Background: an optimization exercise with open tools, aiming at small area and a short achievable clock period. Do not read the settings as production practice. The RTL was checked by simulation tests, not by an equivalence proof against the original design. Power is estimated from default activity; no workload was simulated.

### design.v
`default_nettype none
package tcq_pkg;
  localparam int RING_DEPTH = 64;
  localparam int RING_AW    = $clog2(RING_DEPTH);
  localparam int RING_CW    = $clog2(RING_DEPTH + 1);
  localparam int SLOT_COUNT = 16;
  localparam int SLOT_AW    = $clog2(SLOT_COUNT);
  localparam int PCNT_W     = $clog2(SLOT_COUNT + 1);
  localparam int TAG_W      = 16;
  localparam int MSG_W      = 4;
  localparam int DEPTH_W    = 7;
  localparam int ENTRY_W    = MSG_W + TAG_W;
  typedef logic [RING_AW-1:0] ring_ptr_t;
  typedef logic [RING_CW-1:0] ring_cnt_t;
  typedef logic [SLOT_AW-1:0] slot_idx_t;
  typedef logic [PCNT_W-1:0]  pcnt_t;
  typedef logic [DEPTH_W-1:0] depth_t;
  typedef logic [TAG_W-1:0]   tag_t;
  typedef logic [MSG_W-1:0]   msg_t;
  typedef logic [ENTRY_W-1:0] entry_t;
  typedef enum logic [1:0] {
    CMD_ENQ = 2'd0,
    CMD_DEQ = 2'd1,
    CMD_REQ = 2'd2
  } cmd_t;
  typedef enum logic [2:0] {
    ST_ENQUEUED  = 3'd0,
    ST_COALESCED = 3'd1,
    ST_DROPPED   = 3'd2,
    ST_DEQUEUED  = 3'd3,
    ST_EMPTY     = 3'd4,
    ST_REJECTED  = 3'd5
  } status_t;
  typedef struct packed {
    cmd_t cmd;
    logic keep_newest;
    msg_t msg_slot;
    tag_t packet_tag;
  } item_t;
  typedef struct packed {
    status_t status;
    tag_t    tag;
    msg_t    slot;
    logic    keep_newest;
    depth_t  depth;
    logic    from_ring;    
  } result_t;
  typedef struct packed {
    logic      wr_en;
    ring_ptr_t wr_addr;
    entry_t    wr_data;
    logic      rd_en;
    ring_ptr_t rd_addr;
  } ring_req_t;
endpackage
`default_nettype wire
`default_nettype none
module tcq_ring_mem (
  input  wire logic               clk,
  input  wire tcq_pkg::ring_req_t req,
  output tcq_pkg::entry_t         rd_data
);
  tcq_pkg::entry_t mem [tcq_pkg::RING_DEPTH];
  tcq_pkg::entry_t rd_data_r;
  always_ff @(posedge clk) begin
    if (req.wr_en) begin
      mem[req.wr_addr] <= req.wr_data;
    end
    if (req.rd_en) begin
      rd_data_r <= mem[req.rd_addr];
    end
  end
  assign rd_data = rd_data_r;
endmodule
`default_nettype wire
`default_nettype none
module tcq_ctrl (
  input  wire logic               clk,
  input  wire logic               rst_n,
  input  wire logic               fire,
  input  wire tcq_pkg::item_t     item,
  output tcq_pkg::ring_req_t      ring_req,
  output tcq_pkg::result_t        result
);
  tcq_pkg::ring_ptr_t head_r, head_nxt;
  tcq_pkg::ring_cnt_t cnt_r, cnt_nxt;
  logic [tcq_pkg::SLOT_COUNT-1:0] pend_r, pend_nxt;
  tcq_pkg::pcnt_t     pcnt_r, pcnt_nxt;
  tcq_pkg::tag_t      slot_tag_r [tcq_pkg::SLOT_COUNT];
  tcq_pkg::slot_idx_t idx;
  tcq_pkg::slot_idx_t pick;
  logic [tcq_pkg::SLOT_COUNT-1:0] lowbit;
  logic               full;
  logic               slot_we;
  tcq_pkg::ring_req_t req;
  tcq_pkg::result_t   res;
  assign idx  = tcq_pkg::slot_idx_t'(item.msg_slot);
  assign full = (cnt_r == tcq_pkg::ring_cnt_t'(tcq_pkg::RING_DEPTH));
  assign lowbit = pend_r & (~pend_r + 1'b1);
  always_comb begin
    pick = '0;
    for (int i = 0; i < tcq_pkg::SLOT_COUNT; i++) begin
      if (lowbit[i]) begin
        pick = pick | tcq_pkg::slot_idx_t'(i);
      end
    end
  end
  always_comb begin
    head_nxt        = head_r;
    cnt_nxt         = cnt_r;
    pend_nxt        = pend_r;
    pcnt_nxt        = pcnt_r;
    slot_we         = 1'b0;
    req             = '0;
    res             = '0;
    res.status      = tcq_pkg::ST_EMPTY;
    unique case (item.cmd)
      tcq_pkg::CMD_ENQ: begin
        if (item.keep_newest) begin
          res.status    = pend_r[idx] ? tcq_pkg::ST_COALESCED : tcq_pkg::ST_ENQUEUED;
          slot_we       = 1'b1;
          pend_nxt[idx] = 1'b1;
          if (!pend_r[idx]) begin
            pcnt_nxt = pcnt_r + 1'b1;
          end
        end else if (full) begin
          res.status = tcq_pkg::ST_DROPPED;
        end else begin
          req.wr_en   = 1'b1;
          req.wr_addr = tcq_pkg::ring_ptr_t'(head_r + tcq_pkg::ring_ptr_t'(cnt_r));
          req.wr_data = {item.msg_slot, item.packet_tag};
          cnt_nxt     = cnt_r + 1'b1;
          res.status  = tcq_pkg::ST_ENQUEUED;
        end
      end
      tcq_pkg::CMD_DEQ: begin
        if (cnt_r != '0) begin
          req.rd_en     = 1'b1;
          req.rd_addr   = head_r;
          head_nxt      = head_r + 1'b1;
          cnt_nxt       = cnt_r - 1'b1;
          res.from_ring = 1'b1;
          res.status    = tcq_pkg::ST_DEQUEUED;
        end else if (pend_r != '0) begin
          pend_nxt[pick]  = 1'b0;
          pcnt_nxt        = pcnt_r - 1'b1;
          res.tag         = slot_tag_r[pick];
          res.slot        = tcq_pkg::msg_t'(pick);
          res.keep_newest = 1'b1;
          res.status      = tcq_pkg::ST_DEQUEUED;
        end
      end
      tcq_pkg::CMD_REQ: begin
        if (full) begin
          res.status = tcq_pkg::ST_REJECTED;
        end else begin
          head_nxt    = head_r - 1'b1;
          req.wr_en   = 1'b1;
          req.wr_addr = head_nxt;
          req.wr_data = {item.msg_slot, item.packet_tag};
          cnt_nxt     = cnt_r + 1'b1;
          res.status  = tcq_pkg::ST_ENQUEUED;
        end
      end
      default: begin
      end
    endcase
    res.depth = tcq_pkg::depth_t'(cnt_nxt) + tcq_pkg::depth_t'(pcnt_nxt);
  end
  always_ff @(posedge clk) begin
    if (!rst_n) begin
      head_r <= '0;
      cnt_r  <= '0;
      pend_r <= '0;
      pcnt_r <= '0;
    end else if (fire) begin
      head_r <= head_nxt;
      cnt_r  <= cnt_nxt;
      pend_r <= pend_nxt;
      pcnt_r <= pcnt_nxt;
    end
  end
  always_ff @(posedge clk) begin
    if (fire && slot_we) begin
      slot_tag_r[idx] <= item.packet_tag;
    end
  end
  always_comb begin
    ring_req       = req;
    ring_req.wr_en = req.wr_en & fire;
    ring_req.rd_en = req.rd_en & fire;
  end
  assign result = res;
endmodule
`default_nettype wire
`default_nettype none
module two_class_tx_queue (
  input  wire logic        clk,
  input  wire logic        rst_n,
  input  wire logic        in_tvalid,
  output logic             in_tready,
  input  wire logic [23:0] in_tdata,    
  input  wire logic [2:0]  in_tuser,    
  output logic             out_tvalid,
  input  wire logic        out_tready,
  output logic [31:0]      out_tdata,   
  output logic [3:0]       out_tuser    
);
  logic               s1_valid_r;
  tcq_pkg::item_t     s1_item_r;
  tcq_pkg::item_t     in_item;
  logic               out_valid_r;
  tcq_pkg::result_t   res_r;
  tcq_pkg::result_t   res;
  tcq_pkg::ring_req_t ring_req;
  tcq_pkg::entry_t    rd_data;
  logic               advance;
  tcq_pkg::tag_t      tag;
  tcq_pkg::msg_t      slot;
  assign in_item.cmd         = tcq_pkg::cmd_t'(in_tuser[1:0]);
  assign in_item.keep_newest = in_tuser[2];
  assign in_item.msg_slot    = in_tdata[3:0];
  assign in_item.packet_tag  = in_tdata[19:4];
  assign advance   = s1_valid_r && (!out_valid_r || out_tready);
  assign in_tready = !s1_valid_r || advance;
  always_ff @(posedge clk) begin
    if (!rst_n) begin
      s1_valid_r  <= 1'b0;
      out_valid_r <= 1'b0;
    end else begin
      if (in_tready) begin
        s1_valid_r <= in_tvalid;
      end
      if (advance) begin
        out_valid_r <= 1'b1;
      end else if (out_tready) begin
        out_valid_r <= 1'b0;
      end
    end
  end
  always_ff @(posedge clk) begin
    if (in_tvalid && in_tready) begin
      s1_item_r <= in_item;
    end
    if (advance) begin
      res_r <= res;
    end
  end
  tcq_ctrl u_ctrl (
    .clk      (clk),
    .rst_n    (rst_n),
    .fire     (advance),
    .item     (s1_item_r),
    .ring_req (ring_req),
    .result   (res)
  );
  tcq_ring_mem u_ring (
    .clk     (clk),
    .req     (ring_req),
    .rd_data (rd_data)
  );
  assign tag  = res_r.from_ring ? rd_data[tcq_pkg::TAG_W-1:0] : res_r.tag;
  assign slot = res_r.from_ring ? rd_data[tcq_pkg::ENTRY_W-1:tcq_pkg::TAG_W] : res_r.slot;
  assign out_tvalid = out_valid_r;
  assign out_tdata  = {5'b0, res_r.depth, slot, tag};
  assign out_tuser  = {res_r.keep_newest, res_r.status};
endmodule
`default_nettype wire
### constraint.sdc
create_clock -name core_clock -period 4.0 [get_ports {clk}]
set_input_delay 0.8000 -clock core_clock [delete_from_list [all_inputs] [get_ports {clk}]]
set_output_delay 0.8000 -clock core_clock [all_outputs]
set_load 0.01 [all_outputs]
### config.mk
export PLATFORM = sky130hd
export DESIGN_NAME = two_class_tx_queue
export DESIGN_NICKNAME = two_class_tx_queue
export VERILOG_FILES = /design/flow/design.v
export SDC_FILE = /design/flow/constraint.sdc
export NUM_CORES = 4
export LEC_CHECK = 0
export CAP_MARGIN = 20
export CORE_MARGIN = 2
export CORE_UTILIZATION = 40
export SLEW_MARGIN = 20
### run.sh
#!/bin/bash
# synth_recipe.tcl (not shown) runs the flow's synth.tcl, then flattens the netlist and writes it again
# the make line also repeats each setting of config.mk as NAME=value (left out here)
make -C /OpenROAD-flow-scripts/flow DESIGN_CONFIG=/design/flow/config.mk WORK_HOME=/design/flow/orfs CLKGATE_MAP_FILE= SYNTH_SCRIPT=/design/flow/synth_recipe.tcl finish
==> results.cfg <==
[status]
status = complete, no violations

[synthesis]
yosysTopAreaCellShare_pct = 71.9
synth-seq-cells = 1647
netlist.top_cell.by_area = edfxtp_1
synth.distinct_cells = 83
ys_warn_count = 3
syn_avg_cell_area_um2 = 15.4
seq_area_frac_synth_pct = 73.0
synthArstFlopShare_pct = 0
synth_edf_count = 1611
synth_area_leaders = edfxtp_1 72%, mux2i_1 4.5%, nor2_1 1.9%
synth_ff_type = edfxtp_1
synth_area_mm2 = 0.0673
synthesis.instances = 4380

[floorplan]
die_x_um = 414
die_y_um = 414
start_util_pct = 40.3
coreArea_mm2 = 0.167
dieArea_mm2 = 0.171
pin_count = 69
placementRows = 150

[finish]
layout_common_cells = 1611 x edfxtp_1, 320 x nor2_1, 303 x mux2i_1
syn_to_final_growth_pct = 16.5
regArea_mm2 = 0.0491
stdcell_count = 6940
design_area_mm2 = 0.0783
multi_input_area_mm2 = 0.0172
drive_gt1_share_pct = 17.2
nFillCells = 14300
final_common_cell = edfxtp_1
num-nets-final = 4659

[global_route]
gr-usage-all-layers_pct = 21.0
first_global_vias = 39000
antenna_found_initial = 3
grt.overflow.total = 0
grt_pass1_wl_mm = 269
grt_max_degree = 147

[timing]
min_period_over_period_pct = 95.7
finalCriticalPeriod_ps = 3830
relSlewSlack_pct = 29.4
finClkSkew_ps = 67.4
max_slew.worst_pin.slew_ps = 1060
max_freq_mhz = 261
setup_viol = 0
hold_violations = 0
slew_viol_final = 0
rsz0062_at_grt = false

[min_path]
holdPathEnd = u_ctrl.pcnt_r[4]
hp-class = reg2reg
min_from = u_ctrl.pcnt_r[4]
hold-path-cell-count = 2

[placed_design]
placement.io_buffers = 59
routabilityCongestion = 0.894
hpwl_mm = 112
place_area_mm2 = 0.0728
dp_cells = 6628

[critical_path]
crit_required_ps = 4490
crit_type = reg2reg
r2r-start = u_ctrl.cnt_r[1]
cp.arrival_ps = 4320
endpoint_kind = register
r2r-end = u_ring.rd_data_r[0]
ff2ff_path_depth = 12
rrSetupSlack_ps = 170
crit_path_max_fanout = 37
crit_path_start_kind = register

[power_and_ir_drop]
p_leak_nw = 26.4
power_frac_comb_pct = 5.7
intPower_mw = 28.5
ir_worst_vdd_mv = 0.433
switching_share_pct = 22.5
p_per_area_mw_per_mm2 = 469
p_switching_mw = 8.28
p_clk_share_pct = 42.3
seq_power_share_pct = 52.0

[cts]
cts_max_level = 4
cts_tree = yes
clk_latency_ps = 830
postCtsHoldBufs = 0
cts_resized = 0
post-cts-setup-buffers = 0
clk_pin_slew_ps = 70
clk_path_buf_depth = 3
cts_sinks = 1647
root_buffer = clkbuf_16
numCtsBuffers = 170

[drt]
wirelength_mm = 185
drtIter0Drc = 4892
vias = 40400
wl_per_cell_um = 26.6
dr.pass1.iters = 5
drt-vias-per-instance = 5.81
drc_errors = 0
ant_nets = 0

[run]
drv_cap = 0
[sequential cells by signal, indices dropped and copies added, names as in the netlist]
register,count
res_r,32
u_ctrl.head_r,6
u_ctrl.cnt_r,7
u_ctrl.pend_r,16
u_ring.mem,1280
s1_item_r,23
s1_valid_r,1
u_ctrl.pcnt_r,5
u_ctrl.slot_tag_r,256
out_valid_r,1
u_ring.rd_data_r,20
[power groups by stage]
stage               sequential [mW]  clock, mW  combinational, mW
floorplan                      19.5          0               1.17
global placement               19.5          0               2.04
detailed placement             19.5          0               2.07
CTS                            19.1       15.8               2.08
global route                   19.1       16.5               2.22
finish                         19.1       15.5               2.09
[metal layers]
metal | share of wire, % | vias up | track usage [%]
li1 | - | 17900 | -
met2 | 48 | 1508 | 34.1
met5 | 0.0092 | - | 0
met3 | 6.6 | 277 | 3.13
met1 | 42 | 20700 | 28.8
met4 | 3.4 | 2 | 7.75
[cell usage after synthesis (all sizes together) (46+ instances only)]
master,count
mux2i,303
o221ai,139
edfxtp,1611
nand4,46
o21ai,163
mux2,100
a21oi,158
and3,47
o22ai,100
nor2,336
nor3,59
o22a,77
a2bb2oi,55
nand2,266
clkbuf,161
buf,161
nand3,97
[worst max path at each step]
| stage | start | to | cells past startpoint |
|---|---|---|---|
| after floorplan | u_ctrl.cnt_r[1] | u_ring.mem[20][0] | 10 |
| after global placement | s1_item_r[21] | res_r[7] | 14 |
| after detailed placement | u_ctrl.cnt_r[1] | u_ring.rd_data_r[13] | 12 |
| after CTS | u_ctrl.cnt_r[1] | u_ring.rd_data_r[13] | 12 |
| after global routing | u_ctrl.cnt_r[2] | u_ring.mem[8][3] | 10 |
| final | u_ctrl.cnt_r[1] | u_ring.rd_data_r[0] | 12 |
[cells by family (layout without fill, tap and decap cells)]
kind of cell	Yosys count	count (layout)	synth area share, %
simple gates	928	928	6.22
other cells	1	7	0.00558
fa+ha+maj	32	32	0.618
buf+inv	357	707	2.35
compound gates	973	973	10.6
mux	427	427	6.99
xor+xnor	15	15	0.195
flops	1647	1647	73.0
[per-stage QoR]
| step | total power [mW] | setup TNS (ps) | hold WS, ps | utilization (%) | worst slack, ps |
|---|---|---|---|---|---|
| 3_5_place_dp | 21.6 | 0 | 478 | 43.6 | 286 |
| 6_report | 36.7 | 0 | 486 | 46.9 | 173 |
| 5_1_grt | 37.8 | 0 | 497 | 46.9 | 7.53 |
| 2_1_floorplan | 20.6 | -86090 | 458 | - | -208 |
| 3_3_place_gp | 21.5 | 0 | 474 | 43.6 | 262 |
| 4_1_cts | 37.0 | 0 | 460 | 46.9 | 228 |
[layout make-up]
class	count	area share [%]
Sequential cell	1647	62.7
Clock buffer	209	5.62
Antenna cell	2	0.00639
Timing Repair Buffer	362	4.67
Clock inverter	101	1.38
Inverter	35	0.177
Tap cell	2204	3.52
Multi-Input combinational cell	2380	21.9
[critical path, cell delays in order, from the launching register on]
cell and delay, ps:
dfxtp_1 360, inv_1 90, ha_1 230, or3b_1 440
buf_4 200, o311ai_4 330, buf_12 260, mux2_2 380
a21oi_1 200, o221ai_1 310, nand4_1 210, buf_4 170
nand3_1 220

[afterwards: timing with drivers on the ports]
The flow's constraints put no driver on any port. The routed layout listed below was extracted and timed again, unchanged, in two steps. Step 1 assumes that a clkbuf_16 drives the clock port and a buf_2 every other input. Step 2 also shifts input and output timing later by t, the mid clock arrival at the registers, as if the neighbouring blocks saw the same clock. a / b / c = no drivers / after step 1 / after step 2; a / b = the first two.
shift t [ns]: 0.887
slack for setup (ns): 0.173 / 0.173 / 0.173
worst setup path at the end: register to register
worst data-port slew with drivers (ns): 0.04
After both steps setup and hold are still met in this run. For this run, drivers alone change the setup slack by 0.000 ns; drivers and shift together by 0.000 ns.
